Source: an optimization exercise on an open RTL-to-GDS flow (aim: small area). Production flows keep margins and buffers that such runs may drop. In this exercise RTL edits were held to simulation tests only and were not proved equivalent to the original. Power is estimated from default activity; no workload was simulated.

**design/flow/config.mk**
```make
export PLATFORM = sky130hd
export DESIGN_NAME = ldst_tile
export DESIGN_NICKNAME = ldst_tile
export VERILOG_FILES = /design/flow/design.v
export SDC_FILE = /design/flow/constraint.sdc
export NUM_CORES = 4
export LEC_CHECK = 0
export CAP_MARGIN = 20
export CORE_MARGIN = 2
export CORE_UTILIZATION = 55
export SLEW_MARGIN = 20
export SYNTH_HIERARCHICAL = 1
```
**design/flow/constraint.sdc**
```tcl
create_clock -name core_clock -period 12.0 [get_ports {clk_nop}]
set_input_delay 2.4000 -clock core_clock [delete_from_list [all_inputs] [get_ports {clk_nop}]]
set_output_delay 2.4000 -clock core_clock [all_outputs]
set_load 0.01 [all_outputs]
```
**design/flow/design.v**
```verilog
`timescale 1ns/1ps
`default_nettype none
package tile_pkg;
    parameter int DATA_WIDTH = 16;
    parameter int DM_WIDTH = 16;
    typedef struct packed {
        logic                  valid;
        logic [DATA_WIDTH-1:0] data;
    } flit_t;
endpackage
`default_nettype wire
`timescale 1ns/1ps
`default_nettype none
package ctrl_pkg;
    parameter int SEL_BITS = 3;
    typedef enum logic [SEL_BITS-1:0] {
        SRC_IN0     = 3'd0,
        SRC_IN1     = 3'd1,
        SRC_IN2     = 3'd2,
        SRC_IN3     = 3'd3,
        SRC_RESULT  = 3'd4,
        SRC_DELAYED = 3'd5,
        SRC_RSVD    = 3'd6,
        SRC_NONE    = 3'd7
    } route_src_e;
    typedef enum logic [2:0] {
        OP_NOP   = 3'd0,
        OP_LOAD  = 3'd1,
        OP_STORE = 3'd3
    } ldst_op_e;
    typedef struct packed {
        logic [3:0][3:0] route;
        logic [3:0]      rsvd_hi;
        logic            pred_inv;
        logic            rsvd_18;
        logic [2:0]      opcode;
        logic [2:0]      const_idx;
        logic            rsvd_11;
        logic [2:0]      pred_sel;
        logic            rsvd_7;
        logic [2:0]      lhs_sel;
        logic            rsvd_3;
        logic [2:0]      rhs_sel;
    } cfg_word_t;
endpackage
`default_nettype wire
`timescale 1ns/1ps
`default_nettype none
module stor_word #(
    parameter int W = 8
) (
    input  wire          clk_nop,
    input  wire          i_we,
    input  wire          i_hold,
    input  wire  [W-1:0] i_d,
    output logic [W-1:0] o_q
);
    always_ff @(posedge clk_nop) begin
        o_q <= (i_d & {W{i_we}}) | (o_q & {W{i_hold}});
    end
endmodule
`default_nettype wire
`timescale 1ns/1ps
`timescale 1ns/1ps
`timescale 1ns/1ps
`timescale 1ns/1ps
`default_nettype none
module ldst_tile #(
    parameter int CFG_DEPTH    = 8,
    parameter int CONST_DEPTH  = 8,
    parameter int DM_ADDR_BITS = 8
) (
    input  wire                             clk_nop,
    input  wire                             rstn_s,
    input  wire                             i_start_exec,
    input  wire [$clog2(CFG_DEPTH)-1:0]     i_loop_end,
    input  wire                             i_cfg_wr,
    input  wire [$clog2(CFG_DEPTH)-1:0]     i_cfg_addr,
    input  wire [39:0]                      i_cfg_word,
    input  wire                             i_const_wr,
    input  wire [$clog2(CONST_DEPTH)-1:0]   i_const_addr,
    input  wire [15:0]                      i_const_data,
    input  wire [16:0]                      i_flit_in_0,
    input  wire [16:0]                      i_flit_in_1,
    input  wire [16:0]                      i_flit_in_2,
    input  wire [16:0]                      i_flit_in_3,
    output logic [16:0]                     o_flit_out_0,
    output logic [16:0]                     o_flit_out_1,
    output logic [16:0]                     o_flit_out_2,
    output logic [16:0]                     o_flit_out_3,
    input  wire [15:0]                      i_dm_rdata,
    output logic [DM_ADDR_BITS-1:0]         o_dm_addr,
    output logic [15:0]                     o_dm_wdata,
    output logic [15:0]                     o_dm_bit_en,
    output logic                            o_dm_rd_en_n,
    output logic                            o_dm_wr_en_n
);
    localparam int EW = 25;    
    localparam int CW = 8;     
    logic          cfg_we_any, const_we_any;
    logic [2:0]    opl_w;
    logic [EW-1:0] cfg_wdata;
    assign cfg_we_any   = i_cfg_wr   && !i_start_exec;
    assign const_we_any = i_const_wr && !i_start_exec;
    always_comb begin
        if (i_cfg_word[17:15] == 3'd3 && i_cfg_word[6:5] != 2'b11) opl_w = i_cfg_word[6:4] ^ 3'd6;
        else if (i_cfg_word[17:15] == 3'd1)                        opl_w = 3'd1;
        else                                                       opl_w = 3'd0;
    end
    assign cfg_wdata = {i_cfg_word[38:36] ^ 3'd6, i_cfg_word[34:32] ^ 3'd6,
                        i_cfg_word[30:28] ^ 3'd6, i_cfg_word[26:24] ^ 3'd6,
                        i_cfg_word[14:12], i_cfg_word[19], i_cfg_word[10:8],
                        opl_w, i_cfg_word[2:0]};
    logic [EW-1:0]          cfg_d   [CFG_DEPTH];
    logic [CW-1:0]          const_d [CONST_DEPTH];
    logic [CFG_DEPTH-1:0]   cfg_v, cfg_we, cfg_hold;
    logic [CONST_DEPTH-1:0] const_v, const_we, const_hold;
    for (genvar i = 0; i < CFG_DEPTH; i++) begin : g_cfg
        assign cfg_we[i]   = cfg_we_any && i_cfg_addr == i;
        assign cfg_hold[i] = !cfg_we[i];
        stor_word #(.W(EW)) u_w (.clk_nop(clk_nop), .i_we(cfg_we[i]), .i_hold(cfg_hold[i]),
                                 .i_d(cfg_wdata), .o_q(cfg_d[i]));
    end
    for (genvar i = 0; i < CONST_DEPTH; i++) begin : g_const
        assign const_we[i]   = const_we_any && i_const_addr == i;
        assign const_hold[i] = !const_we[i];
        stor_word #(.W(CW)) u_w (.clk_nop(clk_nop), .i_we(const_we[i]), .i_hold(const_hold[i]),
                                 .i_d(i_const_data[CW-1:0]), .o_q(const_d[i]));
    end
    always_ff @(posedge clk_nop or negedge rstn_s) begin
        if (!rstn_s) begin
            cfg_v   <= '0;
            const_v <= '0;
        end else begin
            cfg_v   <= cfg_v | cfg_we;
            const_v <= const_v | const_we;
        end
    end
    logic [2:0] pc;
    always_ff @(posedge clk_nop or negedge rstn_s) begin
        if (!rstn_s)                                pc <= '0;
        else if (!i_start_exec || pc == i_loop_end) pc <= '0;
        else                                        pc <= pc + 1'b1;
    end
    logic [7:0]    pc_hot, const_hot;
    logic [EW-1:0] cur;
    logic [CW-1:0] const_val;
    logic [2:0]    rhs_sel, opl, pred_sel, const_idx;
    logic          pred_inv;
    logic [2:0]    route_sel [4];
    for (genvar i = 0; i < CFG_DEPTH; i++) begin : g_pc_hot
        assign pc_hot[i] = cfg_v[i] && pc == i;
    end
    assign cur = (cfg_d[0] & {EW{pc_hot[0]}}) | (cfg_d[1] & {EW{pc_hot[1]}}) |
                 (cfg_d[2] & {EW{pc_hot[2]}}) | (cfg_d[3] & {EW{pc_hot[3]}}) |
                 (cfg_d[4] & {EW{pc_hot[4]}}) | (cfg_d[5] & {EW{pc_hot[5]}}) |
                 (cfg_d[6] & {EW{pc_hot[6]}}) | (cfg_d[7] & {EW{pc_hot[7]}});
    assign rhs_sel   = cur[2:0];
    assign opl       = cur[5:3];
    assign pred_sel  = cur[8:6];
    assign pred_inv  = cur[9];
    assign const_idx = cur[12:10];
    for (genvar n = 0; n < 4; n++) begin : g_rsel
        assign route_sel[n] = cur[13+3*n +: 3] ^ 3'd6;
    end
    for (genvar i = 0; i < CONST_DEPTH; i++) begin : g_const_hot
        assign const_hot[i] = const_v[i] && const_idx == i;
    end
    assign const_val = (const_d[0] & {CW{const_hot[0]}}) | (const_d[1] & {CW{const_hot[1]}}) |
                       (const_d[2] & {CW{const_hot[2]}}) | (const_d[3] & {CW{const_hot[3]}}) |
                       (const_d[4] & {CW{const_hot[4]}}) | (const_d[5] & {CW{const_hot[5]}}) |
                       (const_d[6] & {CW{const_hot[6]}}) | (const_d[7] & {CW{const_hot[7]}});
    logic        load_pend;
    logic        res_v, del_v;
    logic [15:0] res_d, del_d;
    always_ff @(posedge clk_nop or negedge rstn_s) begin
        if (!rstn_s) begin
            res_v <= 1'b0;
            del_v <= 1'b0;
        end else begin
            if (load_pend)    res_v <= 1'b1;
            if (i_start_exec) del_v <= res_v;
        end
    end
    stor_word #(.W(16)) u_res (.clk_nop(clk_nop), .i_we(load_pend), .i_hold(!load_pend),
                               .i_d(i_dm_rdata), .o_q(res_d));
    stor_word #(.W(16)) u_del (.clk_nop(clk_nop), .i_we(i_start_exec), .i_hold(!i_start_exec),
                               .i_d(res_d), .o_q(del_d));
    logic [16:0] src [6];
    logic [5:0]  src_gate;
    assign src[0]   = i_flit_in_0;
    assign src[1]   = i_flit_in_1;
    assign src[2]   = i_flit_in_2;
    assign src[3]   = i_flit_in_3;
    assign src[4]   = {1'b1, res_d};
    assign src[5]   = {1'b1, del_d};
    assign src_gate = {del_v, res_v, 4'b1111};
    logic [2:0]  sel_code [6];
    logic [5:0]  sel_hot  [6];
    logic [16:0] sel_out  [6];
    for (genvar n = 0; n < 4; n++) begin : g_rcode
        assign sel_code[n] = route_sel[n];
    end
    assign sel_code[4] = rhs_sel;
    assign sel_code[5] = opl ^ 3'd6;
    for (genvar m = 0; m < 6; m++) begin : g_sel
        for (genvar k = 0; k < 6; k++) begin : g_src
            assign sel_hot[m][k] = sel_code[m] == k && src_gate[k];
        end
        assign sel_out[m] = (src[0] & {17{sel_hot[m][0]}}) | (src[1] & {17{sel_hot[m][1]}}) |
                            (src[2] & {17{sel_hot[m][2]}}) | (src[3] & {17{sel_hot[m][3]}}) |
                            (src[4] & {17{sel_hot[m][4]}}) | (src[5] & {17{sel_hot[m][5]}});
    end
    assign o_flit_out_0 = sel_out[0];
    assign o_flit_out_1 = sel_out[1];
    assign o_flit_out_2 = sel_out[2];
    assign o_flit_out_3 = sel_out[3];
    logic [16:0] rhs, lhs;
    logic [5:0]  src_hit;
    logic        pred_hit, pred_ok, is_load, issue, ld_issue, st_issue;
    assign rhs = sel_out[4];
    assign lhs = sel_out[5];
    for (genvar k = 0; k < 6; k++) begin : g_hit
        assign src_hit[k] = src[k][16] && (|src[k][15:0]) && src_gate[k];
    end
    assign pred_hit = src_hit[pred_sel];
    assign pred_ok  = (pred_sel[2:1] == 2'b11) || (pred_hit ^ pred_inv);
    assign is_load  = (opl == 3'd1);
    assign issue    = i_start_exec && rhs[16] && pred_ok && (is_load || lhs[16]);
    assign ld_issue = issue && is_load;
    assign st_issue = issue && !is_load;
    logic [7:0] sum;
    logic [8:0] carry;
    assign carry[0] = 1'b0;
    for (genvar b = 0; b < 8; b++) begin : g_add
        assign sum[b]     = rhs[b] ^ const_val[b] ^ carry[b];
        assign carry[b+1] = (rhs[b] & const_val[b]) | (carry[b] & (rhs[b] ^ const_val[b]));
    end
    assign o_dm_rd_en_n = !ld_issue;
    assign o_dm_wr_en_n = !st_issue;
    assign o_dm_addr    = sum & {8{issue}};
    assign o_dm_wdata   = lhs[15:0] & {16{st_issue}};
    assign o_dm_bit_en  = {16{st_issue}};
    always_ff @(posedge clk_nop or negedge rstn_s) begin
        if (!rstn_s) load_pend <= 1'b0;
        else         load_pend <= ld_issue;
    end
endmodule
`default_nettype wire
```
**design/flow/flow/run.sh**
```bash
#!/bin/bash
# Layout flow: the standard flow (standard.sh) with
#  - synthesis through synth_recipe.tcl unchanged, except that Yosys's abc pass
#    uses an area-oriented ABC script (flow/area.abc) with the delay target in ps
#  - port buffers made from sky130_fd_sc_hd__buf_1
#  - clock tree from clkbuf_8 clusters of up to 16 sinks, no dummy loads
# Each tool's output goes to standard.log in this folder (ORFS's own logs
# stay under orfs/logs).
set -euo pipefail
W=$PWD
cat > $W/area_synth.tcl <<EOT
proc abc {args} {
  set out {}
  set skip 0
  foreach a \$args {
    if {\$skip == 1} { lappend out $W/flow/area.abc; set skip 0; continue }
    if {\$skip == 2} { lappend out [expr {\$a * 1000.0}]; set skip 0; continue }
    if {\$a eq "-script"} { set skip 1 }
    if {\$a eq "-D"} { set skip 2 }
    lappend out \$a
  }
  yosys abc {*}\$out
}
source $W/synth_recipe.tcl
EOT
CTS="-sink_clustering_enable -repair_clock_nets -dont_use_dummy_load -buf_list {sky130_fd_sc_hd__clkbuf_8} -sink_clustering_size 16 -sink_clustering_max_diameter 80"
bash standard.sh SYNTH_SCRIPT=$W/area_synth.tcl \
  BUFFER_PORTS_ARGS="-buffer_cell sky130_fd_sc_hd__buf_1" \
  CTS_ARGS="$CTS" finish > $W/standard.log 2>&1
```
**design/flow/flow/area.abc**
```
&get -n
&st
&dch
&nf -R 1000 -p -a
&st
&dch
&nf -R 1000 -p -a
&put
```
**design/flow/standard.sh**
```bash
#!/bin/bash
# synth_recipe.tcl (not shown) runs the flow's synth.tcl, then flattens the netlist and writes it again
# the make line also repeats each setting of config.mk as NAME=value (left out here)
make -C /OpenROAD-flow-scripts/flow DESIGN_CONFIG=/design/flow/config.mk WORK_HOME=/design/flow/orfs CLKGATE_MAP_FILE= SYNTH_SCRIPT=/design/flow/synth_recipe.tcl "${@:-finish}"
```
==> impl_metrics.ini, run 1 <==
[outcome]
status = finished clean

[die]
core-area_sq_mm = 0.02511
rows = 58
io-pin-count = 264
die_w_um = 163.8
start_util_pct = 55.93
fp.dieArea_sq_mm = 0.02683
die_height_um = 163.8

[critical_path]
worstSetupStartpoint = pc[0]$_DFF_PN0_
cp_max_fo = 12
required_ps = 9600
crit_chain = ha_1 > ha_1 > and2_0 > a222oi_1 > nand2_1 > a221oi_1 > nor2_1 > and3_1 > a222oi_1 > nand3_1 > ha_1 > fa_1 > fa_1 > fa_1 > fa_1 > fa_1 > clkinv_1 > fa_1 > xor2_1 > xnor2_1 > and2_0 > buf_1
cp-start-kind = flip-flop
arrival_ps = 7580
max_stage_delay_ps = 520
crit_type = reg2out
rrSetupSlack_ps = 7090
rr_endpoint = load_pend$_DFF_PN0_
critPathSlowestCell = a221oi_1
worstRegToRegCells = 13
crit_top_cell = fa_1
endpoint_kind = output port
rr_startpoint = pc[1]$_DFF_PN0_

[clock_tree]
htree_num_levels = 1
cts_sinks = 318
clockBufferDepth = 3
cts-resized-gates = 0
cts.hold.buffers_added = 0
clk_latency_ps = 610
cts_tree = done
cts_buffers = 25
cts.clk_slew.worst_paths_ps = 100
post_cts_buffers = 0
cts_root_buf = clkbuf_8

[sta]
worstMarginPinSlew_ps = 1166
fin_ws_ps = 2017
clock_skew_ps = 60.85
finalSetupViolations = 0
setup_tns_ps = 0
finalCritPeriodShare_pct = 83.19
rsz0062_at_grt = no
holdWs_ps = 463.0
slew_violations = 0
hold_viol_final = 0
max_freq_ghz = 0.1002
finalCriticalPeriod_ps = 9983
slew_headroom_pct = 21.89

[cells_and_area]
final_common_cell = a22o_1
fin_nets = 1781
layout_common_cells = a22o_1, dfxtp_1, buf_1
multiInputGateArea_sq_mm = 0.007425
regArea_sq_mm = 0.006476
stdcell_count = 1942
drive_above_1_share_pct = 5.893
area_growth_pct = 14.53
diodes = 0
nFillCells = 2147

[placed_design]
io_buffers = 243
dpl.cell_count = 1912
dp_worst_setup_slack_ps = 2740
hpwl_um = 34940
routabilityCongestion = 0.9419

[power_and_ir_drop]
combPwrFrac_pct = 31.1
p_seq_share_pct = 50.0
p_sw_share_pct = 35.03
clkPwrFrac_pct = 19.0
p_int_mw = 1.791
ir_drop_mv = 0.1170
finalPower_mw = 2.757
leakage_nw = 6.369
p_switching_mw = 0.9658
power_density_mw_per_mm2 = 171.4

[detailed_routing]
vias = 15200
routed_wl_um = 56690
wl_per_cell_um = 29.19
ant_nets = 0
via_per_inst = 7.825
first_iter_violations = 4216
drc = 0
first_pass_iters = 22

[yosys]
synthSimpleGateAreaFrac_pct = 11.05
ys_seq_elements = 318
synthArstFlopShare_pct = 6.918
synthAdderAreaFrac_pct = 1.479
synth_flop_cell = dfxtp_1
seq_area_frac_synth_pct = 46.11
synth-compound-area-share_pct = 39.25
ys_top_cells_by_area = dfxtp_1, a22o_1, a222oi_1
synth-edff-count = 0
synth_mux_area_share_pct = 0
yosysTopAreaCell = dfxtp_1
synth_top_area_share_pct = 42.19
post_synth_xor_area_fraction_pct = 0.3742
ys_warn_count = 22
synth_top_family_by_area = compound AO/OA/AOI/OAI gates
syn_area_per_cell_sq_um = 10.72
syn_nets = 1477
syn_area_sq_mm = 0.01404
syn_inst = 1310
synthDistinctLibCells = 34

[hold_path]
holdPathEnd = const_v[4]$_DFF_PN0_
hp-start = const_v[4]$_DFF_PN0_
whs_path_depth = 1
min_path_type = reg2reg

[flow_run]
cap_violations = 0

[global_route]
overflow = 0
grt_pass1_vias = 14200
grt_pass1_wl_um = 84300
antenna_found_initial = 1
grt_max_degree = 28
grtUsageTotal_pct = 40.27
[layer usage]
layer | track usage (%) | part of all wire, % | up-vias
li1 | - | - | 6345
met1 | 52.54 | 38 | 7262
met2 | 61.94 | 43 | 1315
met3 | 12.05 | 14 | 273
met4 | 17.22 | 5.0 | 2
met5 | 1.705 | 0.023 | -
[logic make-up (layout without fill, tap and decap cells)]
kind of cell,Yosys count,in the layout
AO/OA/AOI/OAI,613,613
flip-flops,318,318
AND/OR/NAND/NOR,311,311
buffers and inverters,49,351
adder cells (fa/ha/maj),13,13
XOR/XNOR,6,6
[cells in the mapped netlist, types with 5 or more instances]
cell / n
a211oi_1: 5
a221oi_1: 16
a222oi_1: 222
a22o_1: 302
a22oi_1: 37
a31oi_1: 17
and2_0: 11
and3_1: 28
and4b_1: 5
buf_4: 16
clkinv_1: 33
dfrtp_1: 22
dfxtp_1: 296
fa_1: 6
ha_1: 7
nand2_1: 132
nand2b_1: 28
nand3_1: 20
nand4_1: 5
nor2_1: 24
nor2b_1: 8
nor3_1: 11
nor3b_1: 9
nor4_1: 21
o21ai_0: 7
or2_0: 6
xor2_1: 5
[stage by stage]
step | utilization (%) | cell area [sq um]
floorplan | - | 14040
global placement | 62.40 | 15670
detailed placement | 62.49 | 15690
CTS | 63.86 | 16040
global route | 64.06 | 16090
finish | 64.06 | 16090
[worst max path at each step]
stage	to	cells after the start	slack [ps]
floorplan	o_dm_addr[7]	21	3620
global placement	o_dm_addr[7]	22	2830
detailed placement	o_dm_addr[7]	22	2740
CTS	o_dm_addr[7]	22	2080
global route	o_dm_addr[7]	22	1600
finish	o_dm_addr[7]	22	2020
[layout make-up]
type / instances / share of cell area (%)
Clock buffer: 25 / 2.139
Inverter: 33 / 0.7701
Sequential cell: 318 / 40.26
Multi-Input combinational cell: 943 / 46.16
Tap cell: 330 / 2.567
Timing Repair Buffer: 293 / 8.105
[state kept, by name (all words and copies together), names as in the netlist]
signal,count
load_pend,1
g_const.u_w.o_q,64
g_cfg.u_w.o_q,200
pc,3
cfg_v,8
u_del.o_q,16
const_v,8
del_v,1
u_res.o_q,16
res_v,1
[power by group through the flow]
stage | clock network [mW] | registers (mW) | logic, mW
2_1_floorplan | 0 | 1.36 | 0.513
3_3_place_gp | 0 | 1.39 | 0.798
3_5_place_dp | 0 | 1.39 | 0.819
4_1_cts | 0.522 | 1.37 | 0.821
5_1_grt | 0.558 | 1.40 | 0.908
6_report | 0.523 | 1.38 | 0.857
[critical path, delay by kind of cell, from the launching register on]
kind | cells | cell delay, ps
adder cells (fa/ha/maj) | 9 | 3160
AO/OA/AOI/OAI | 3 | 1480
AND/OR/NAND/NOR | 6 | 1280
flip-flops | 1 | 450
XOR/XNOR | 2 | 350
buffers and inverters | 2 | 240
==> run 2: changes to the inputs <==
--- a/design/flow/config.mk
+++ b/design/flow/config.mk
@@ -8,5 +8,5 @@
 export CAP_MARGIN = 20
 export CORE_MARGIN = 2
-export CORE_UTILIZATION = 55
+export CORE_UTILIZATION = 40
 export SLEW_MARGIN = 20
 export SYNTH_HIERARCHICAL = 1
==> run 2 against run 1 <==
Clock skew down 31 ps. Final cell count grew 6.1%. Core utilization down 17 points. Non-clock buffer count decreased by 8. Synthesized cell count did not move. Critical path type unchanged. Critical endpoint unchanged.
==> impl_metrics.ini, run 2 <==
[die]
fp.dieArea_sq_mm = 0.03663
start_util_pct = 40.66
die_height_um = 191.4
io-pin-count = 264
die_w_um = 191.4
core-area_sq_mm = 0.03454
rows = 68

[clock_tree]
cts_sinks = 318
cts_buffers = 25
post_cts_buffers = 0
htree_num_levels = 1
cts_root_buf = clkbuf_8
cts-resized-gates = 0
clockBufferDepth = 3
cts.clk_slew.worst_paths_ps = 100
cts_tree = done
cts.hold.buffers_added = 0
clk_latency_ps = 590

[flow_run]
cap_violations = 0

[sta]
finalCritPeriodShare_pct = 83.03
clock_skew_ps = 29.73
finalSetupViolations = 0
finalCriticalPeriod_ps = 9964
slew_violations = 0
setup_tns_ps = 0
hold_viol_final = 0
slew_headroom_pct = 21.68
max_freq_ghz = 0.1004
rsz0062_at_grt = no
worstMarginPinSlew_ps = 1174

[critical_path]
endpoint_kind = output port
cp_max_fo = 13
crit_type = reg2out
crit_chain = clkinv_1 > ha_1 > and3_1 > a222oi_1 > nand2_1 > a221oi_1 > nor2_1 > a222oi_1 > nand2_1 > ha_1 > fa_1 > fa_1 > fa_1 > fa_1 > fa_1 > clkinv_1 > fa_1 > xor2_1 > xnor2_1 > and2_0 > buf_1
arrival_ps = 7560
cp-start-kind = flip-flop
max_stage_delay_ps = 720
critPathSlowestCell = a221oi_1
worstRegToRegCells = 14
required_ps = 9600
crit_top_cell = fa_1

[detailed_routing]
first_iter_violations = 3142
wl_per_cell_um = 30.29
first_pass_iters = 12
drc = 0
via_per_inst = 7.413
vias = 15280
routed_wl_um = 62440
ant_nets = 0

[yosys]
synth_most_common_cell = a22o_1
synth_flop_cell = dfxtp_1
syn_area_per_cell_sq_um = 10.72
syn_inst = 1310
synthArstFlopShare_pct = 6.918
synth_common_cells = a22o_1, dfxtp_1, a222oi_1
synth-edff-count = 0
ys_seq_elements = 318
seq_area_frac_synth_pct = 46.11
syn_nets = 1477
yosysTopAreaCell = dfxtp_1
synth_top_area_share_pct = 42.19
ys_warn_count = 22
ys_top_cells_by_area = dfxtp_1, a22o_1, a222oi_1
syn_area_sq_mm = 0.01404
synthDistinctLibCells = 34

[cells_and_area]
area_growth_pct = 15.45
nFillCells = 3339
fin_nets = 1773
final_core_util_pct = 46.94
drive_above_1_share_pct = 5.424
reg_top3 = g_cfg.u_w.o_q (200), g_const.u_w.o_q (64)
stdcell_count = 2061
final_common_cell = a22o_1
largest_reg_flops = 200
top_register = g_cfg.u_w.o_q
layout_common_cells = a22o_1, dfxtp_1, buf_1

[global_route]
grt_max_degree = 28
overflow = 0
grt_pass1_wl_um = 92110
grt_pass1_vias = 14440
grtUsageTotal_pct = 32.53
antenna_found_initial = 7

[outcome]
status = finished clean

[power_and_ir_drop]
finalPower_mw = 2.777
leakage_nw = 6.355
power_density_mw_per_mm2 = 171.2
combPwrFrac_pct = 31.1
p_int_mw = 1.783
ir_drop_mv = 0.09262
p_seq_share_pct = 49.5
p_sw_share_pct = 35.78
p_switching_mw = 0.9936
clkPwrFrac_pct = 19.3

[placed_design]
io_buffers = 243
routabilityCongestion = 0.9182
dpl.cell_count = 2032
hpwl_um = 38950

[hold_path]
whs_path_depth = 1
min_path_type = reg2reg
==> run 2: metrics by stage <==
step | hold slack (ps) | cell area, sq um | setup WS [ps]
after floorplan | 425.3 | 14040 | 3620
after global placement | 439.7 | 15830 | 2830
after detailed placement | 446.2 | 15830 | 2727
after CTS | 470.4 | 16170 | 2072
after global routing | 483.6 | 16210 | 1638
final | 466.7 | 16210 | 2036
==> run 2: critical path: cells and delay by family, from the launching register on <==
kind	cells	cell delay [ps]
fa+ha+maj	8	2900
compound gates	3	1620
flops	1	440
buf+inv	3	360
simple gates	5	1350
xor+xnor	2	310
==> run 2: cell families (layout without fill, tap and decap cells) <==
group | Yosys count | count (layout) | share of synthesized area, %
AOI/OAI and AO/OA | 613 | 613 | 39.25
DFF | 318 | 318 | 46.11
and+or+nand+nor | 311 | 311 | 11.05
xor gates and xnor gates | 6 | 6 | 0.3742
buffers and inverters | 49 | 343 | 1.737
adders and majority gates | 13 | 13 | 1.479
other | 0 | 2 | 0
==> run 2: cell type report <==
class,instances,area (sq um),share of cell area (%)
clock buffers,25,344.1,2.122
well taps,455,569.3,3.511
repair buffers,285,1244,7.670
diodes,2,5.005,0.03087
inverters,33,123.9,0.7639
flip-flops and latches,318,6476,39.94
multi-input cells,943,7452,45.96
==> run 2: path summary, 6_finish.rpt <==
path	start	endpoint	slack [ps]
min	const_v[0]$_DFF_PN0_	const_v[0]$_DFF_PN0_	470
max reg2reg	pc[1]$_DFF_PN0_	load_pend$_DFF_PN0_	6970
max	pc[0]$_DFF_PN0_	o_dm_addr[7]	2040
min in group asynchronous	rstn_s	const_v[1]$_DFF_PN0_	1780
min reg2reg	const_v[0]$_DFF_PN0_	const_v[0]$_DFF_PN0_	470
max in group asynchronous	rstn_s	pc[0]$_DFF_PN0_	9940
==> run 2: metal layers <==
metal	global-route usage (%)	wire length [um]
met5	0	67
met4	12.60	2473
met3	7.729	7693
met2	50.49	27440
met1	43.66	24760
==> run 2: power groups by stage <==
stage                     registers, mW  logic [mW]  clock network, mW
after floorplan                    1.36       0.513                  0
after global placement             1.39       0.824                  0
after detailed placement           1.39       0.837                  0
after CTS                          1.37       0.841              0.545
after global routing               1.40       0.920              0.579
final                              1.37       0.865              0.537
==> run 3: changes to the inputs <==
--- a/design/flow/config.mk
+++ b/design/flow/config.mk
@@ -7,4 +7,5 @@
 export LEC_CHECK = 0
 export CAP_MARGIN = 20
+export CELL_PAD_IN_SITES_DETAIL_PLACEMENT = 1
 export CORE_MARGIN = 2
 export CORE_UTILIZATION = 40
==> run 3 against run 2 <==
Clock power decreased by 0.7%. Sequential power is essentially flat. Register-to-register slack better by 510 ps. Critical path depth unchanged. Combinational power up 1%. Still clean on timing, DRC and antenna.
==> impl_metrics.ini, run 3 <==
[sta]
slew_violations = 0
clock_skew_ps = 40.12
hold_viol_final = 0
worstMarginPinSlew_ps = 1241
slew_headroom_pct = 17.29
finalCritPeriodShare_pct = 84.03
max_freq_ghz = 0.09917
finalSetupViolations = 0
finalCriticalPeriod_ps = 10080
holdWs_ps = 466.5
rsz0062_at_grt = no
setup_tns_ps = 0

[clock_tree]
cts.clk_slew.worst_paths_ps = 100
cts_buffers = 25
cts_tree = done
cts-resized-gates = 0
clockBufferDepth = 3
cts_root_buf = clkbuf_8
clk_latency_ps = 590
post_cts_buffers = 0
htree_num_levels = 1
cts_sinks = 318
cts.hold.buffers_added = 0

[global_route]
antenna_found_initial = 7
grt_pass1_vias = 15260
grt_pass1_wl_um = 95190
grt_max_degree = 28
overflow = 0
grtUsageTotal_pct = 33.71

[detailed_routing]
first_pass_iters = 13
via_per_inst = 7.405
drc = 0
ant_nets = 0
first_iter_violations = 2721
routed_wl_um = 64520
wl_per_cell_um = 31.26
vias = 15280

[yosys]
syn_nets = 1477
synth_common_cells = a22o_1, dfxtp_1, a222oi_1
synthArstFlopShare_pct = 6.918
yosysTopAreaCell = dfxtp_1
synth_top_area_share_pct = 42.19
syn_area_per_cell_sq_um = 10.72
synth-edff-count = 0
synth_most_common_cell = a22o_1
seq_area_frac_synth_pct = 46.11
syn_area_sq_mm = 0.01404
ys_top_cells_by_area = dfxtp_1, a22o_1, a222oi_1
synth_flop_cell = dfxtp_1
syn_inst = 1310
ys_seq_elements = 318
synthDistinctLibCells = 34
ys_warn_count = 22

[power_and_ir_drop]
p_int_mw = 1.786
p_sw_share_pct = 36.03
finalPower_mw = 2.791
p_seq_share_pct = 49.5
combPwrFrac_pct = 31.4
p_switching_mw = 1.006
power_density_mw_per_mm2 = 171.8
clkPwrFrac_pct = 19.1
ir_drop_mv = 0.1030
leakage_nw = 6.370

[cells_and_area]
drive_above_1_share_pct = 5.542
reg_top3 = g_cfg.u_w.o_q (200), g_const.u_w.o_q (64)
regArea_sq_mm = 0.006476
final_common_cell = a22o_1
largest_reg_flops = 200
stdcell_count = 2064
top_register = g_cfg.u_w.o_q
area_growth_pct = 15.70
nFillCells = 3967
layout_common_cells = a22o_1, dfxtp_1, buf_1
multiInputGateArea_sq_mm = 0.007452
final_area_sq_mm = 0.01625
fin_nets = 1775

[flow_run]
cap_violations = 0

[die]
die_height_um = 191.4
rows = 68
start_util_pct = 40.66
die_w_um = 191.4
core-area_sq_mm = 0.03454
fp.dieArea_sq_mm = 0.03663
io-pin-count = 264

[placed_design]
routabilityCongestion = 0.9182
io_buffers = 243
post_dp_cell_area_sq_mm = 0.01583
hpwl_um = 41350
dpl.cell_count = 2032

[critical_path]
arrival_ps = 7680
cp-start-kind = flip-flop
endpoint_kind = output port
required_ps = 9600
crit_type = reg2out
cp_max_fo = 13

[hold_path]
min_path_type = reg2reg

[outcome]
status = finished clean
## run 3: cell families (layout without fill, tap and decap cells)
kind of cell / count (synthesis) / count (layout) / synth area share, %
AOI/OAI and AO/OA: 613 / 613 / 39.25
xor gates and xnor gates: 6 / 6 / 0.3742
adders and majority gates: 13 / 13 / 1.479
buffers and inverters: 49 / 345 / 1.737
DFF: 318 / 318 / 46.11
other: 0 / 3 / 0
and+or+nand+nor: 311 / 311 / 11.05
## run 3: worst max-delay path, stage by stage (launching register included)
cell and delay [ps]:
dfrtp_1 450, clkinv_1 120, ha_1 220, and3_1 490, a222oi_1 430, nand2_1 100, a221oi_1 770, nor2_1 460
a222oi_1 460, nand2_1 120, ha_1 220, fa_1 450, fa_1 460, fa_1 470, fa_1 480, fa_1 430
clkinv_1 70, fa_1 180, xor2_1 190, xnor2_1 130, and2_0 180, buf_1 170
## run 3: layer usage
layer | vias to the layer above | global-route usage (%) | part of all wire (%)
met5 | - | 0 | 0.11
met4 | 10 | 13.93 | 4.2
met3 | 213 | 7.399 | 11
met2 | 1125 | 54.68 | 45
met1 | 7600 | 43.32 | 39
li1 | 6336 | - | -
## run 3: layout make-up
type | instances | area share (%)
multi-input cells | 943 | 45.86
diodes | 3 | 0.04620
flip-flops and latches | 318 | 39.86
well taps | 455 | 3.504
repair buffers | 287 | 7.854
inverters | 33 | 0.7623
clock buffers | 25 | 2.118
## run 3: per-stage QoR
step / utilization, % / setup WS, ps
after floorplan: - / 3620
after global placement: 45.82 / 2830
after detailed placement: 45.83 / 2619
after CTS: 46.82 / 1939
after global routing: 47.03 / 1628
final: 47.04 / 1917
## run 3: path summary, 6_finish.rpt
check                                   startpoint  slack, ps  cells after the start              endpoint
worst max-delay path               pc[0]$_DFF_PN0_       1920                     21          o_dm_addr[7]
max in group asynchronous                   rstn_s       9970                      2     res_v$_DFFE_PN0P_
worst max register to register     pc[0]$_DFF_PN0_       7480                     12   load_pend$_DFF_PN0_
min in group asynchronous                   rstn_s       1770                      2  const_v[3]$_DFF_PN0_
worst min-delay path            cfg_v[2]$_DFF_PN0_        470                      1    cfg_v[2]$_DFF_PN0_
worst min register to register  cfg_v[2]$_DFF_PN0_        470                      1    cfg_v[2]$_DFF_PN0_
## run 3: power by group through the flow
stage	Combinational, mW	Clock, mW	Sequential, mW
after global placement	0.824	0	1.39
after CTS	0.856	0.546	1.38
after detailed placement	0.852	0	1.40
final	0.877	0.533	1.38
after floorplan	0.513	0	1.36
after global routing	0.936	0.578	1.40
==> run 4: changes to the inputs <==
--- a/design/flow/design.v
+++ b/design/flow/design.v
@@ -63,4 +63,43 @@
 `timescale 1ns/1ps
 `timescale 1ns/1ps
+`default_nettype none
+module aoi3_vec #(
+    parameter int W = 17
+) (
+    input  wire  [2:0]   i_s,
+    input  wire  [W-1:0] i_d0,
+    input  wire  [W-1:0] i_d1,
+    input  wire  [W-1:0] i_d2,
+    output logic [W-1:0] o_n
+);
+    assign o_n = ~((i_d0 & {W{i_s[0]}}) | (i_d1 & {W{i_s[1]}}) | (i_d2 & {W{i_s[2]}}));
+endmodule
+module aoi2_vec #(
+    parameter int W = 17
+) (
+    input  wire  [1:0]   i_s,
+    input  wire  [W-1:0] i_d0,
+    input  wire  [W-1:0] i_d1,
+    output logic [W-1:0] o_n
+);
+    assign o_n = ~((i_d0 & {W{i_s[0]}}) | (i_d1 & {W{i_s[1]}}));
+endmodule
+module word_pick8 #(
+    parameter int W = 8
+) (
+    input  wire  [7:0]     i_hot,
+    input  wire  [8*W-1:0] i_words,
+    output logic [W-1:0]   o_word
+);
+    logic [W-1:0] n_a, n_b, n_c;
+    aoi3_vec #(.W(W)) u_a (.i_s(i_hot[2:0]), .i_d0(i_words[0*W +: W]), .i_d1(i_words[1*W +: W]),
+                           .i_d2(i_words[2*W +: W]), .o_n(n_a));
+    aoi3_vec #(.W(W)) u_b (.i_s(i_hot[5:3]), .i_d0(i_words[3*W +: W]), .i_d1(i_words[4*W +: W]),
+                           .i_d2(i_words[5*W +: W]), .o_n(n_b));
+    aoi2_vec #(.W(W)) u_c (.i_s(i_hot[7:6]), .i_d0(i_words[6*W +: W]), .i_d1(i_words[7*W +: W]),
+                           .o_n(n_c));
+    assign o_word = ~(n_a & n_b & n_c);
+endmodule
+`default_nettype wire
 `timescale 1ns/1ps
 `timescale 1ns/1ps
@@ -152,8 +191,9 @@
         assign pc_hot[i] = cfg_v[i] && pc == i;
     end
-    assign cur = (cfg_d[0] & {EW{pc_hot[0]}}) | (cfg_d[1] & {EW{pc_hot[1]}}) |
-                 (cfg_d[2] & {EW{pc_hot[2]}}) | (cfg_d[3] & {EW{pc_hot[3]}}) |
-                 (cfg_d[4] & {EW{pc_hot[4]}}) | (cfg_d[5] & {EW{pc_hot[5]}}) |
-                 (cfg_d[6] & {EW{pc_hot[6]}}) | (cfg_d[7] & {EW{pc_hot[7]}});
+    logic [CFG_DEPTH*EW-1:0] cfg_flat;
+    for (genvar i = 0; i < CFG_DEPTH; i++) begin : g_cfg_flat
+        assign cfg_flat[i*EW +: EW] = cfg_d[i];
+    end
+    word_pick8 #(.W(EW)) u_cur (.i_hot(pc_hot), .i_words(cfg_flat), .o_word(cur));
     assign rhs_sel   = cur[2:0];
     assign opl       = cur[5:3];
@@ -167,8 +207,9 @@
         assign const_hot[i] = const_v[i] && const_idx == i;
     end
-    assign const_val = (const_d[0] & {CW{const_hot[0]}}) | (const_d[1] & {CW{const_hot[1]}}) |
-                       (const_d[2] & {CW{const_hot[2]}}) | (const_d[3] & {CW{const_hot[3]}}) |
-                       (const_d[4] & {CW{const_hot[4]}}) | (const_d[5] & {CW{const_hot[5]}}) |
-                       (const_d[6] & {CW{const_hot[6]}}) | (const_d[7] & {CW{const_hot[7]}});
+    logic [CONST_DEPTH*CW-1:0] const_flat;
+    for (genvar i = 0; i < CONST_DEPTH; i++) begin : g_const_flat
+        assign const_flat[i*CW +: CW] = const_d[i];
+    end
+    word_pick8 #(.W(CW)) u_const (.i_hot(const_hot), .i_words(const_flat), .o_word(const_val));
     logic        load_pend;
     logic        res_v, del_v;
--- a/design/flow/flow/run.sh
+++ b/design/flow/flow/run.sh
@@ -4,5 +4,5 @@
 #    uses an area-oriented ABC script (flow/area.abc) with the delay target in ps
 #  - port buffers made from sky130_fd_sc_hd__buf_1
-#  - clock tree from clkbuf_8 clusters of up to 16 sinks, no dummy loads
+#  - clock tree from clkbuf_8 clusters of up to 18 sinks, no dummy loads
 # Each tool's output goes to standard.log in this folder (ORFS's own logs
 # stay under orfs/logs).
@@ -24,5 +24,5 @@
 source $W/synth_recipe.tcl
 EOT
-CTS="-sink_clustering_enable -repair_clock_nets -dont_use_dummy_load -buf_list {sky130_fd_sc_hd__clkbuf_8} -sink_clustering_size 16 -sink_clustering_max_diameter 80"
+CTS="-sink_clustering_enable -repair_clock_nets -dont_use_dummy_load -buf_list {sky130_fd_sc_hd__clkbuf_8} -sink_clustering_size 18 -sink_clustering_max_diameter 90"
 bash standard.sh SYNTH_SCRIPT=$W/area_synth.tcl \
   BUFFER_PORTS_ARGS="-buffer_cell sky130_fd_sc_hd__buf_1" \
--- a/design/flow/config.mk
+++ b/design/flow/config.mk
@@ -7,5 +7,4 @@
 export LEC_CHECK = 0
 export CAP_MARGIN = 20
-export CELL_PAD_IN_SITES_DETAIL_PLACEMENT = 1
 export CORE_MARGIN = 2
 export CORE_UTILIZATION = 40
==> run 4 against run 3 <==
Still clean. Clock-buffer cell count shrank 3. Clock power shrank 5.6%. Combinational power shrank 4.6%. Synthesized cell count shrank 2.1%. Via count shrank 3.0%. Non-clock buffer count shrank 2. Global-route usage shrank 3.0 points. Area after synthesis shrank 0.28%. Critical endpoint unchanged. Largest power group unchanged. Highest routed layer is now met4.
==> impl_metrics.ini, run 4 <==
[cells_and_area]
multiInputGateArea_sq_mm = 0.007392
layout_common_cells = a22o_1, dfxtp_1, buf_1
area_growth_pct = 14.96
nFillCells = 3372
final_area_sq_mm = 0.01610
regArea_sq_mm = 0.006476
drive_above_1_share_pct = 4.959
top_register = g_cfg.u_w.o_q
fin_nets = 1742
reg_top3 = g_cfg.u_w.o_q (200), g_const.u_w.o_q (64)
largest_reg_flops = 200
final_core_util_pct = 46.61
stdcell_count = 2029

[power_and_ir_drop]
leakage_nw = 6.302
power_density_mw_per_mm2 = 168.4
finalPower_mw = 2.712
ir_drop_mv = 0.1003

[clock_tree]
cts.hold.buffers_added = 0
cts_buffers = 22
htree_num_levels = 1
cts_sinks = 318
cts_root_buf = clkbuf_8
clockBufferDepth = 3
post_cts_buffers = 0
cts-resized-gates = 0
cts.clk_slew.worst_paths_ps = 120
cts_tree = done
clk_latency_ps = 580

[sta]
worstMarginPinSlew_ps = 1099
rsz0062_at_grt = no
slew_headroom_pct = 26.73
finalCritPeriodShare_pct = 77.59
holdWs_ps = 473.7
finalCriticalPeriod_ps = 9311
finalSetupViolations = 0
slew_violations = 0
max_freq_ghz = 0.1074
clock_skew_ps = 40.71
hold_viol_final = 0
fin_ws_ps = 2689
setup_tns_ps = 0

[critical_path]
crit_chain = clkinv_1 > ha_1 > and3_1 > buf_4 > a222oi_1 > nand3_1 > nor4bb_1 > buf_4 > a222oi_1 > nand3_1 > ha_1 > fa_1 > fa_1 > fa_1 > fa_1 > clkinv_1 > fa_1 > clkinv_1 > fa_1 > xor2_1 > xnor2_1 > nor2_1 > buf_1
cp_max_fo = 25
endpoint_kind = output port
cp_top_family = adder cells
arrival_ps = 6910
required_ps = 9600
crit_type = reg2out
critPathBufInv = 6
critPathSlowestCell = dfrtp_1
rr_startpoint = pc[0]$_DFF_PN0_
cp-start-kind = flip-flop
worstSetupStartpoint = pc[0]$_DFF_PN0_
crit_top_cell = fa_1
max_stage_delay_ps = 470

[placed_design]
post_dp_cell_area_sq_mm = 0.01579
dp_worst_setup_slack_ps = 3340
dpl.cell_count = 2005
hpwl_um = 36140
routabilityCongestion = 0.9262
io_buffers = 243

[hold_path]
hp-start = const_v[0]$_DFF_PN0_
min_path_type = reg2reg

[yosys]
seq_area_frac_synth_pct = 46.24
syn_nets = 1449
synth_flop_cell = dfxtp_1
ys_top_cells_by_area = dfxtp_1, a22o_1, a222oi_1
syn_area_sq_mm = 0.01401
synth_top_area_share_pct = 42.31
synth-edff-count = 0
syn_inst = 1282
syn_area_per_cell_sq_um = 10.93
synth_common_cells = a22o_1, dfxtp_1, a222oi_1
ys_warn_count = 22
synthArstFlopShare_pct = 6.918
synthDistinctLibCells = 39
ys_seq_elements = 318
yosysTopAreaCell = dfxtp_1

[die]
core-area_sq_mm = 0.03454
rows = 68
fp.dieArea_sq_mm = 0.03653
die_height_um = 191.1
start_util_pct = 40.55
io-pin-count = 264
die_w_um = 191.1

[detailed_routing]
ant_nets = 0
wl_per_cell_um = 28.93
vias = 14830
drc = 0
first_pass_iters = 19
first_iter_violations = 3442
routed_wl_um = 58690
via_per_inst = 7.308

[global_route]
overflow = 0
grt_pass1_vias = 14220
antenna_found_initial = 1
grt_pass1_wl_um = 87620
grt_max_degree = 28
busiest_layer = met2
grtUsageMet1_pct = 43.69
use_met3_pct = 6.169
grtUsageTotal_pct = 30.76
grt_util_met2_pct = 45.37

[outcome]
status = finished clean

[flow_run]
cap_violations = 0
[run 4: changes by cell type after synthesis, sizes merged, moves of 8 or more]
cell,delta
and3b,+11
a221oi,-16
nand2,-29
nor3,-8
and3,-15
and2,-8
a222oi,+10
nand3,+25
a22oi,+12
[run 4: path summary, 6_finish.rpt]
path	endpoint	slack (ps)	cells past startpoint
max	o_dm_addr[7]	2690	23
min	const_v[0]$_DFF_PN0_	470	1
max reg2reg	load_pend$_DFF_PN0_	7860	11
min reg2reg	const_v[0]$_DFF_PN0_	470	1
max in group asynchronous	del_v$_DFFE_PN0P_	9940	2
min in group asynchronous	const_v[2]$_DFF_PN0_	1770	2
[run 4: final cells by class]
type                    instances  share of cell area [%]
multi-input cells             914                   45.91
flip-flops and latches        318                   40.22
inverters                      34                  0.7926
clock buffers                  22                   1.880
diodes                          1                 0.01554
well taps                     455                   3.536
repair buffers                285                   7.646
[run 4: metal layers]
metal | vias to the layer above | routed length (um)
met5 | - | 0
met4 | 0 | 2667
met3 | 226 | 7189
met2 | 1144 | 24790
met1 | 7191 | 24050
li1 | 6267 | -
[run 4: power by group]
group / leakage, nW / total [mW] / switching [mW] / internal (mW)
Clock: 0.158 / 0.503 / 0.337 / 0.166
Sequential: 2.71 / 1.37 / 0.118 / 1.25
Combinational: 3.44 / 0.837 / 0.489 / 0.349
[run 4: kinds of logic (layout without fill, tap and decap cells)]
family	count (synthesis)	count (layout)	synth area share [%]
buffers and inverters	50	341	1.769
AOI/OAI and AO/OA	607	607	39.18
other	0	1	0
DFF	318	318	46.24
adders and majority gates	13	13	1.483
and+or+nand+nor	287	287	10.87
muxes	1	1	0.08039
xor gates and xnor gates	6	6	0.3752

what the ideal ports hide:
In the flow no input, the clock included, has a driving cell. The finished layouts below were timed again as built, in two steps.
Step 1: set_driving_cell puts a clkbuf_16 on clk_nop and a buf_2 on each other input, an assumption about the parent block.
Step 2 times the ports against the registers' clock, not the clock port: input delays grow and output delays shrink by t, the midpoint of the rising clock arrivals with the driver on.
Slacks: ideal / step 1 / step 2; pairs: ideal / step 1.
run | shift t [ns] | setup slack, ns | hold WS [ns] | worst setup path at the end | clock arrival spread, ns
run 1 | 0.617 | 2.017 / 1.969 / 2.586 | 0.463 / 0.463 / 0.463 | register to output | 0.078 / 0.078
run 2 | 0.614 | 2.036 / 1.989 / 2.603 | 0.467 / 0.467 / 0.467 | register to output | 0.046 / 0.046
run 3 | 0.623 | 1.917 / 1.868 / 2.491 | 0.467 / 0.467 / 0.467 | register to output | 0.048 / 0.047
run 4 | 0.603 | 2.689 / 2.639 / 3.242 | 0.474 / 0.474 / 0.474 | register to output | 0.056 / 0.057
After both steps setup and hold are still met in every run listed.
